This is an optimization exercise on Yosys and OpenROAD, whose aim is small area, a short achievable clock period and few clock cycles per item, not a production implementation.
Function was checked by simulation only, so behaviour that the tests miss may differ from the original.

$ cat flow/design.v
`timescale 1ns / 1ps
package ddo_pkg;
   localparam int COUNT_BITS   = 24;
   localparam int SUM_BITS     = COUNT_BITS + 1;
   localparam int MPT_BITS     = 24;
   localparam int POS_BITS     = 32;
   localparam int HEADING_BITS = 7;
   localparam int CMD_BITS     = 2;
   localparam logic [MPT_BITS-1:0] MPT_RESET = MPT_BITS'(64281);
   localparam int HEADING_STEPS = 1 << HEADING_BITS;
   localparam int QUARTER_BITS  = HEADING_BITS - 2;
   localparam int QUARTER_STEPS = HEADING_STEPS / 4;
   localparam int TRIG_BITS     = 17;
   localparam int PROD_BITS   = SUM_BITS + MPT_BITS;
   localparam int DIST_SHIFT  = 9;
   localparam int DIST_BITS   = PROD_BITS - DIST_SHIFT;
   localparam int SLICE_BITS  = DIST_BITS / 2;
   localparam int ACC_BITS    = DIST_BITS + TRIG_BITS + 1;
   localparam int ROUND_SHIFT = 16;
   localparam int STEP_BITS   = ACC_BITS - ROUND_SHIFT;
   localparam int WIDE_BITS   = STEP_BITS + 2;
   localparam logic [ACC_BITS-1:0] ROUND_HALF = ACC_BITS'(1) << (ROUND_SHIFT - 1);
   localparam logic ACTION_SAMPLE  = 1'b0;
   localparam logic ACTION_COMMAND = 1'b1;
   localparam logic [CMD_BITS-1:0] CMD_FORWARD = 2'd0;
   localparam logic [CMD_BITS-1:0] CMD_LEFT    = 2'd1;
   localparam logic [CMD_BITS-1:0] CMD_RIGHT   = 2'd2;
   localparam logic [CMD_BITS-1:0] CMD_STOP    = 2'd3;
   localparam logic [1:0] PEND_NONE = 2'd0;
   localparam logic [1:0] PEND_MOVE = 2'd1;
   localparam logic [1:0] PEND_TURN = 2'd2;
endpackage
`timescale 1ns / 1ps
import ddo_pkg::*;
module diff_drive_odometry_unit (
   input  logic                                    clock,
   input  logic                                    reset,
   input  logic                                    req_valid,
   output logic                                    req_ready,
   input  logic                                    req_action,
   input  logic [ddo_pkg::COUNT_BITS-1:0]          req_left_count,
   input  logic [ddo_pkg::COUNT_BITS-1:0]          req_right_count,
   input  logic [ddo_pkg::CMD_BITS-1:0]            req_command,
   output logic                                    rsp_valid,
   input  logic                                    rsp_ready,
   output logic signed [ddo_pkg::POS_BITS-1:0]     rsp_pos_x,
   output logic signed [ddo_pkg::POS_BITS-1:0]     rsp_pos_y,
   output logic        [ddo_pkg::HEADING_BITS-1:0] rsp_heading,
   output logic                                    rsp_updated,
   input  logic                                    csr_valid,
   output logic                                    csr_ready,
   input  logic [ddo_pkg::MPT_BITS-1:0]            csr_metres_per_tick
);
   localparam logic [2:0] ST_IDLE = 3'd0;
   localparam logic [2:0] ST_DIST = 3'd1;
   localparam logic [2:0] ST_LO   = 3'd2;
   localparam logic [2:0] ST_HI   = 3'd3;
   localparam logic [2:0] ST_ADD  = 3'd4;
   localparam logic [2:0] ST_DONE = 3'd5;
   logic [2:0]                     state_ff, state_in;
   logic [MPT_BITS-1:0]            mpt_ff, mpt_in;
   logic [CMD_BITS-1:0]            mode_ff, mode_in;
   logic [1:0]                     pending_ff, pending_in;
   logic [SUM_BITS-1:0]            prev_sum_ff, prev_sum_in;
   logic [HEADING_BITS-1:0]        arc_ff, arc_in;
   logic [HEADING_BITS-1:0]        heading_ff, heading_in;
   logic signed [POS_BITS-1:0]     pos_x_ff, pos_x_in;
   logic signed [POS_BITS-1:0]     pos_y_ff, pos_y_in;
   logic                           axis_ff, axis_in;
   logic                           upd_ff, upd_in;
   logic                           rsp_valid_ff, rsp_valid_in;
   logic [SUM_BITS-1:0]            mag_ff, mag_in;
   logic                           delta_neg_ff, delta_neg_in;
   logic [DIST_BITS-1:0]           dist_ff, dist_in;
   logic [TRIG_BITS:0]             trig_ff, trig_in;    
   logic [ACC_BITS-1:0]            acc_ff, acc_in;
   logic signed [POS_BITS-1:0]     rsp_x_ff, rsp_x_in;
   logic signed [POS_BITS-1:0]     rsp_y_ff, rsp_y_in;
   logic [HEADING_BITS-1:0]        rsp_heading_ff, rsp_heading_in;
   logic                           rsp_updated_ff, rsp_updated_in;
   logic [SUM_BITS-1:0]            cur_sum;
   logic [SUM_BITS-1:0]            delta;
   logic [SUM_BITS:0]              delta_ext;
   logic [SUM_BITS:0]              arc_src;
   logic [SUM_BITS:0]              arc_trunc;
   logic [HEADING_BITS-1:0]        arc_bits;
   logic [HEADING_BITS-1:0]        trig_idx;
   logic [QUARTER_BITS:0]          trig_r;
   logic [QUARTER_BITS:0]          trig_m;
   logic [TRIG_BITS-1:0]           trig_mag;
   logic [TRIG_BITS:0]             trig_val;
   logic [SUM_BITS-1:0]            mul_a;
   logic [MPT_BITS-1:0]            mul_b;
   logic [PROD_BITS-1:0]           prod;
   logic [ACC_BITS-1:0]            prod_wide;
   logic [STEP_BITS-1:0]           step;
   logic                           step_neg;
   logic signed [POS_BITS-1:0]     pos_cur;
   logic [WIDE_BITS-1:0]           pos_wide;
   logic [WIDE_BITS-1:0]           step_wide;
   logic [WIDE_BITS-1:0]           pos_sum;
   logic signed [POS_BITS-1:0]     pos_sat;
   logic                           rsp_free;
   assign req_ready   = (state_ff == ST_IDLE);
   assign csr_ready   = 1'b1;
   assign rsp_valid   = rsp_valid_ff;
   assign rsp_pos_x   = rsp_x_ff;
   assign rsp_pos_y   = rsp_y_ff;
   assign rsp_heading = rsp_heading_ff;
   assign rsp_updated = rsp_updated_ff;
   always_comb begin
      cur_sum   = {1'b0, req_left_count} + {1'b0, req_right_count};
      delta     = cur_sum - prev_sum_ff;
      delta_ext = {delta[SUM_BITS-1], delta};
      arc_src   = (mode_ff == CMD_RIGHT) ? delta_ext : ((SUM_BITS+1)'(0) - delta_ext);
      arc_trunc = arc_src + {{SUM_BITS{1'b0}}, arc_src[SUM_BITS]};
      arc_bits  = arc_trunc[HEADING_BITS:1];
   end
   always_comb begin
      if (state_ff == ST_DIST) begin
         mul_a = mag_ff;
         mul_b = mpt_ff;
      end else if (state_ff == ST_HI) begin
         mul_a = SUM_BITS'(dist_ff[DIST_BITS-1:SLICE_BITS]);
         mul_b = MPT_BITS'(trig_ff[TRIG_BITS-1:0]);
      end else begin
         mul_a = SUM_BITS'(dist_ff[SLICE_BITS-1:0]);
         mul_b = MPT_BITS'(trig_ff[TRIG_BITS-1:0]);
      end
      prod      = {{MPT_BITS{1'b0}}, mul_a} * {{SUM_BITS{1'b0}}, mul_b};
      prod_wide = {{(ACC_BITS-PROD_BITS){1'b0}}, prod};
   end
   always_comb begin
      trig_idx = (state_ff == ST_ADD) ? (heading_ff + HEADING_BITS'(QUARTER_STEPS)) : heading_ff;
      trig_r   = {1'b0, trig_idx[QUARTER_BITS-1:0]};
      trig_m   = trig_idx[QUARTER_BITS] ? ((QUARTER_BITS+1)'(QUARTER_STEPS) - trig_r) : trig_r;
      case (trig_m)
         6'd0:    trig_mag = 17'd0;
         6'd1:    trig_mag = 17'd3216;
         6'd2:    trig_mag = 17'd6424;
         6'd3:    trig_mag = 17'd9616;
         6'd4:    trig_mag = 17'd12785;
         6'd5:    trig_mag = 17'd15924;
         6'd6:    trig_mag = 17'd19024;
         6'd7:    trig_mag = 17'd22078;
         6'd8:    trig_mag = 17'd25080;
         6'd9:    trig_mag = 17'd28020;
         6'd10:   trig_mag = 17'd30893;
         6'd11:   trig_mag = 17'd33692;
         6'd12:   trig_mag = 17'd36410;
         6'd13:   trig_mag = 17'd39040;
         6'd14:   trig_mag = 17'd41576;
         6'd15:   trig_mag = 17'd44011;
         6'd16:   trig_mag = 17'd46341;
         6'd17:   trig_mag = 17'd48559;
         6'd18:   trig_mag = 17'd50660;
         6'd19:   trig_mag = 17'd52639;
         6'd20:   trig_mag = 17'd54491;
         6'd21:   trig_mag = 17'd56212;
         6'd22:   trig_mag = 17'd57798;
         6'd23:   trig_mag = 17'd59244;
         6'd24:   trig_mag = 17'd60547;
         6'd25:   trig_mag = 17'd61705;
         6'd26:   trig_mag = 17'd62714;
         6'd27:   trig_mag = 17'd63572;
         6'd28:   trig_mag = 17'd64277;
         6'd29:   trig_mag = 17'd64827;
         6'd30:   trig_mag = 17'd65221;
         6'd31:   trig_mag = 17'd65457;
         6'd32:   trig_mag = 17'd65536;
         default: trig_mag = 17'd0;
      endcase
      trig_val = {trig_idx[HEADING_BITS-1], trig_mag};
   end
   always_comb begin
      step      = acc_ff[ACC_BITS-1:ROUND_SHIFT];
      step_neg  = delta_neg_ff ^ trig_ff[TRIG_BITS];
      pos_cur   = axis_ff ? pos_y_ff : pos_x_ff;
      pos_wide  = {{(WIDE_BITS-POS_BITS){pos_cur[POS_BITS-1]}}, pos_cur};
      step_wide = {2'b00, step};
      pos_sum   = step_neg ? (pos_wide - step_wide) : (pos_wide + step_wide);
      if (pos_sum[WIDE_BITS-1:POS_BITS-1] == {(WIDE_BITS-POS_BITS+1){1'b0}} ||
          pos_sum[WIDE_BITS-1:POS_BITS-1] == {(WIDE_BITS-POS_BITS+1){1'b1}}) begin
         pos_sat = signed'(pos_sum[POS_BITS-1:0]);
      end else if (pos_sum[WIDE_BITS-1]) begin
         pos_sat = signed'({1'b1, {(POS_BITS-1){1'b0}}});
      end else begin
         pos_sat = signed'({1'b0, {(POS_BITS-1){1'b1}}});
      end
   end
   assign rsp_free = !rsp_valid_ff || rsp_ready;
   always_comb begin
      state_in       = state_ff;
      mpt_in         = mpt_ff;
      mode_in        = mode_ff;
      pending_in     = pending_ff;
      prev_sum_in    = prev_sum_ff;
      arc_in         = arc_ff;
      heading_in     = heading_ff;
      pos_x_in       = pos_x_ff;
      pos_y_in       = pos_y_ff;
      axis_in        = axis_ff;
      upd_in         = upd_ff;
      rsp_valid_in   = rsp_valid_ff && !rsp_ready;
      mag_in         = mag_ff;
      delta_neg_in   = delta_neg_ff;
      dist_in        = dist_ff;
      trig_in        = trig_ff;
      acc_in         = acc_ff;
      rsp_x_in       = rsp_x_ff;
      rsp_y_in       = rsp_y_ff;
      rsp_heading_in = rsp_heading_ff;
      rsp_updated_in = rsp_updated_ff;
      if (csr_valid) begin
         mpt_in = csr_metres_per_tick;
      end
      unique case (state_ff)
         ST_IDLE: begin
            if (req_valid) begin
               upd_in   = 1'b0;
               state_in = ST_DONE;
               if (req_action == ACTION_COMMAND) begin
                  mode_in = req_command;
               end else begin
                  unique case (mode_ff)
                     CMD_RIGHT, CMD_LEFT: begin
                        arc_in     = arc_bits;
                        pending_in = PEND_TURN;
                     end
                     CMD_FORWARD: begin
                        pending_in = PEND_MOVE;
                     end
                     default: begin
                        if (pending_ff == PEND_MOVE) begin
                           mag_in       = delta[SUM_BITS-1] ? (SUM_BITS'(0) - delta) : delta;
                           delta_neg_in = delta[SUM_BITS-1];
                           pending_in   = PEND_NONE;
                           prev_sum_in  = cur_sum;
                           upd_in       = 1'b1;
                           state_in     = ST_DIST;
                        end else if (pending_ff == PEND_TURN) begin
                           heading_in  = heading_ff + arc_ff;
                           pending_in  = PEND_NONE;
                           prev_sum_in = cur_sum;
                           upd_in      = 1'b1;
                        end
                     end
                  endcase
               end
            end
         end
         ST_DIST: begin
            dist_in  = prod[PROD_BITS-1:DIST_SHIFT];
            trig_in  = trig_val;
            axis_in  = 1'b0;
            state_in = ST_LO;
         end
         ST_LO: begin
            acc_in   = prod_wide;
            state_in = ST_HI;
         end
         ST_HI: begin
            acc_in   = acc_ff + (prod_wide << SLICE_BITS) + ROUND_HALF;
            state_in = ST_ADD;
         end
         ST_ADD: begin
            if (axis_ff) begin
               pos_y_in = pos_sat;
               state_in = ST_DONE;
            end else begin
               pos_x_in = pos_sat;
               axis_in  = 1'b1;
               trig_in  = trig_val;
               state_in = ST_LO;
            end
         end
         ST_DONE: begin
            if (rsp_free) begin
               rsp_valid_in   = 1'b1;
               rsp_x_in       = pos_x_ff;
               rsp_y_in       = pos_y_ff;
               rsp_heading_in = heading_ff;
               rsp_updated_in = upd_ff;
               state_in       = ST_IDLE;
            end
         end
         default: begin
            state_in = ST_IDLE;
         end
      endcase
   end
   always_ff @(posedge clock) begin
      if (reset) begin
         state_ff     <= ST_IDLE;
         mpt_ff       <= MPT_RESET;
         mode_ff      <= CMD_STOP;
         pending_ff   <= PEND_NONE;
         prev_sum_ff  <= '0;
         arc_ff       <= '0;
         heading_ff   <= '0;
         pos_x_ff     <= '0;
         pos_y_ff     <= '0;
         axis_ff      <= 1'b0;
         upd_ff       <= 1'b0;
         rsp_valid_ff <= 1'b0;
      end else begin
         state_ff     <= state_in;
         mpt_ff       <= mpt_in;
         mode_ff      <= mode_in;
         pending_ff   <= pending_in;
         prev_sum_ff  <= prev_sum_in;
         arc_ff       <= arc_in;
         heading_ff   <= heading_in;
         pos_x_ff     <= pos_x_in;
         pos_y_ff     <= pos_y_in;
         axis_ff      <= axis_in;
         upd_ff       <= upd_in;
         rsp_valid_ff <= rsp_valid_in;
      end
   end
   always_ff @(posedge clock) begin
      mag_ff         <= mag_in;
      delta_neg_ff   <= delta_neg_in;
      dist_ff        <= dist_in;
      trig_ff        <= trig_in;
      acc_ff         <= acc_in;
      rsp_x_ff       <= rsp_x_in;
      rsp_y_ff       <= rsp_y_in;
      rsp_heading_ff <= rsp_heading_in;
      rsp_updated_ff <= rsp_updated_in;
   end
endmodule
$ cat flow/run.sh
#!/bin/bash
# synth_recipe.tcl (not shown) runs the flow's synth.tcl, then flattens the netlist and writes it again
# the make line also repeats each setting of config.mk as NAME=value (left out here)
make -C /OpenROAD-flow-scripts/flow DESIGN_CONFIG=/design/flow/config.mk WORK_HOME=/design/flow/orfs CLKGATE_MAP_FILE= SYNTH_SCRIPT=/design/flow/synth_recipe.tcl finish
$ cat flow/config.mk
export PLATFORM = sky130hd
export DESIGN_NAME = diff_drive_odometry_unit
export DESIGN_NICKNAME = diff_drive_odometry_unit
export VERILOG_FILES = /design/flow/design.v
export SDC_FILE = /design/flow/constraint.sdc
export NUM_CORES = 4
export LEC_CHECK = 0
export CAP_MARGIN = 20
export CORE_MARGIN = 2
export CORE_UTILIZATION = 40
export PLACE_DENSITY = 0.6
export SLEW_MARGIN = 20
$ cat flow/constraint.sdc
create_clock -name core_clock -period 11.0 [get_ports {clock}]
set_input_delay 2.2000 -clock core_clock [delete_from_list [all_inputs] [get_ports {clock}]]
set_output_delay 2.2000 -clock core_clock [all_outputs]
set_load 0.01 [all_outputs]
==> impl_results.md <==
- # IOs: 155
- Fin crit period: 10.49 ns
- GR Util All Layers: 23.35%
- Netlist cell types: 90
- Setup crit end: acc_ff[55]$_SDFFCE_PN0P_
- Max incr delay on CP: 0.64 ns
- Largest net degree at the start of global routing: 107
- Finished Cell Area: 0.04596 mm²
- CP arrival: 10.81 ns
- Final worst path period share: 95.40%
- Routability cong.: 0.9638
- Vias: 33.03k
- Cts repair resizes: 0
- FF-to-FF End: acc_ff[55]$_SDFFCE_PN0P_
- Detail-routed net length per standard cell: 20.22 µm
- Cell Area, Placed: 0.04458 mm²
- Die X-Extent: 325.1 µm
- Post-synth EDFFs: 199
- RSZ-0062 raised after global routing: no
- Skew final: 0.03899 ns
- Crit-path most repeated cell: fa_1
- Final hold vios: 0
- Setup CP Type: reg2reg
- Synth Flop Type: edfxtp_1
- # hold bufs at CTS: 0
- Core Rows: 117
- CP Capture Type: register
- Fraction of layout cells with a size suffix above 1: 6.155%
- Antenna-violating nets left: 0
- Commonest non-fill, non-tap cells in the layout: 625 x inv_1, 508 x fa_1, 486 x nand2_1, 464 x nor2_1, 330 x ha_1
- CTS Root Cell: clkbuf_16
- CTS tree: done
- WP data required: 11.32 ns
- WL final: 123.3 mm
- Initial Util: 40.42%
- Post-CTS repair timing setup buffer count: 0
- Async SR Flop Fraction: 0%
- Post-Synthesis Net Count: 5,513
- First-pass GRT wire length: 192.8 mm
- HP Class: reg2reg
- Vias in the first global route: 33.20k
- Drt via density: 5.418
- FMAX: 95.29 MHz
- DIE HEIGHT: 325.1 µm
- HPWL Detailed: 99.70 mm
- Clock slew at reported path FFs: 0.06 ns
- Flops & latches, synth: 336
- Startpoint Class: register
- Run status: finished clean
- Nets: 5,615
- R2R Setup Slk: 0.51 ns
- Critical R2R Launch: state_ff[1]$_SDFFE_PP0P_
- Max Cap Violations: 0
- Critical Path Slowest Stage Cell: o21ai_0
- IO Port Bufs: 153
- Synth Instances: 4,595
- DRT Pass-1 Iters: 6
- Crit Path Max Fanout: 12
- Clock Latency Late Sink: 0.61 ns
- Setup TNS: 0 ns
- # setup viols final: 0
- Post-route DRC: 0
- Syn Area/Cell: 8.975 µm²
- Synth warn: 1
- Mapped Area: 0.04124 mm²
- Sink Count: 336
- Htree depth: 2
- CORE AREA: 0.1020 mm²
- Clock Path Buffers: 3
- R2r worst-path depth: 32
- Worst slew pin tran: 0.9889 ns
- CP startpoint: state_ff[1]$_SDFFE_PP0P_
- Sequential area share after synthesis: 21.14%
- Max Slew Vio Count: 0
- GR Overflow Total: 0
- Syn-to-layout area delta: 11.44%
- Die area: 0.1057 mm²
- Commonest non-fill, non-tap cell in the layout: inv_1
- Total CTS buffers: 40
- Max-slew headroom: 34.06%
- Initial DRC Count: 2,674
- Initial antenna violation count: 2
## cell type report
| cell class | instances | area, µm² |
|---|---|---|
| clock inverters | 19 | 239.0 |
| repair buffers | 256 | 2320 |
| flip-flops and latches | 336 | 8720 |
| clock buffers | 54 | 1126 |
| multi-input cells | 3436 | 29490 |
| well taps | 1368 | 1712 |
| inverters | 627 | 2354 |
| diodes | 1 | 2.502 |
| fillers | 9949 | 56080 |
## through the flow
stage / util, % / hold slack (ns) / std cells / worst slack (ns)
floorplan: - / 0.4081 / 4595 / 0.6129
global placement: 43.69 / 0.4222 / 6023 / 0.7412
detailed placement: 43.69 / 0.4223 / 6023 / 0.6472
CTS: 45.03 / 0.4368 / 6096 / 0.5964
global route: 45.04 / 0.4577 / 6096 / 0.04509
finish: 45.04 / 0.4314 / 6097 / 0.5059
## registers in the layout (all words and copies together) (netlist names), 2 cells and up
name            count
acc_ff             43
rsp_heading_ff      7
trig_ff            18
prev_sum_ff        25
mpt_ff             24
pos_y_ff           32
pending_ff          2
dist_ff            40
mode_ff             2
state_ff            3
pos_x_ff           32
rsp_y_ff           32
heading_ff          7
arc_ff              7
mag_ff             25
rsp_x_ff           32
## worst max-delay path, delay by kind of cell, from the launching register on
family,cells,cell delay (ns)
AO/OA/AOI/OAI,10,3.14
XOR/XNOR,2,0.70
adder cells (fa/ha/maj),9,4.19
buffers and inverters,4,0.66
flip-flops,1,0.57
multiplexers,1,0.29
AND/OR/NAND/NOR,6,0.61
## Yosys cell counts (10+ instances only)
library cell  number  share of area, %
fa_1             508                25
inv_1            625               5.7
o21bai_1          30              0.55
a31oi_1           43              0.65
nand2b_1          41              0.62
nor2b_1           23              0.35
nand4_1           27              0.41
clkbuf_1         180               1.6
o22ai_1           10              0.15
nor2_1           468               4.3
o31ai_1           18              0.33
o21a_1            43              0.78
o21ai_1           30              0.36
nand3_1           57              0.69
xnor2_1          156               3.3
edfxtp_1         199                14
o21ai_0          150               1.8
ha_1             330                10
nor3_1            51              0.62
a21oi_1          235               2.9
nand2_1          486               4.4
and2_1            20              0.30
mux2_2            46               1.3
o211ai_1          22              0.40
dfxtp_1          137               6.7
xor2_1            87               1.8
a21o_1            77               1.4
or3_1             13              0.20
a21oi_2           19              0.40
and3_1           137               2.1
mux2i_1           74               1.8
a211oi_1          62               1.1
or2_2             17              0.26
## how the worst min path moves through the flow
stage                              startpoint                       end  depth (start not counted)
after floorplan           upd_ff$_SDFFE_PP0P_  rsp_updated_ff$_DFFE_PP_                          0
after global placement    upd_ff$_SDFFE_PP0P_  rsp_updated_ff$_DFFE_PP_                          0
after detailed placement  upd_ff$_SDFFE_PP0P_  rsp_updated_ff$_DFFE_PP_                          0
after CTS                 upd_ff$_SDFFE_PP0P_  rsp_updated_ff$_DFFE_PP_                          0
after global routing      upd_ff$_SDFFE_PP0P_  rsp_updated_ff$_DFFE_PP_                          0
final                     upd_ff$_SDFFE_PP0P_  rsp_updated_ff$_DFFE_PP_                          0
## per-layer routing
| layer | wire length (µm) | part of all wire (%) | GRT usage, % | vias to the layer above |
|---|---|---|---|---|
| li1 | - | - | - | 15500 |
| met1 | 52670 | 43 | 31.20 | 16350 |
| met2 | 58410 | 47 | 38.57 | 1009 |
| met3 | 7399 | 6.0 | 3.226 | 175 |
| met4 | 4789 | 3.9 | 8.514 | 0 |
| met5 | 0 | 0 | 0 | - |
## cell families after synthesis
| family | after synthesis | synth area share [%] |
|---|---|---|
| AOI/OAI and AO/OA | 839 | 13.09 |
| xor gates and xnor gates | 243 | 5.161 |
| adders and majority gates | 838 | 34.67 |
| buffers and inverters | 823 | 7.567 |
| DFF | 336 | 21.14 |
| muxes | 120 | 3.052 |
| other | 1 | 0.009093 |
| and+or+nand+nor | 1395 | 15.31 |
Testbench counts, summed over its fixed seeds: cycles 41,617, items 16,013.

[separate check: timing with driven ports]
How much do the figures lean on ideal ports? The routed layout below was timed once more, with nothing changed but the port constraints. Step 1: set_driving_cell puts a clkbuf_16 on clock and a buf_2 on each other input, an assumption about the parent block. Step 2 also shifts input and output timing later by t, the mid clock arrival at the registers, as if the neighbouring blocks saw the same clock. a / b / c = no drivers / after step 1 / after step 2; a / b = the first two.
shift t [ns]: 0.651
setup WS [ns]: 0.506 / 0.506 / 0.506
worst setup path at the end: register to register
worst slew at a driven data input, ns: 0.04
pins driven straight from the clock port: 1
After both steps setup and hold are still met in this run. For this run, drivers alone change the setup slack by 0.000 ns; drivers and shift together by 0.000 ns.
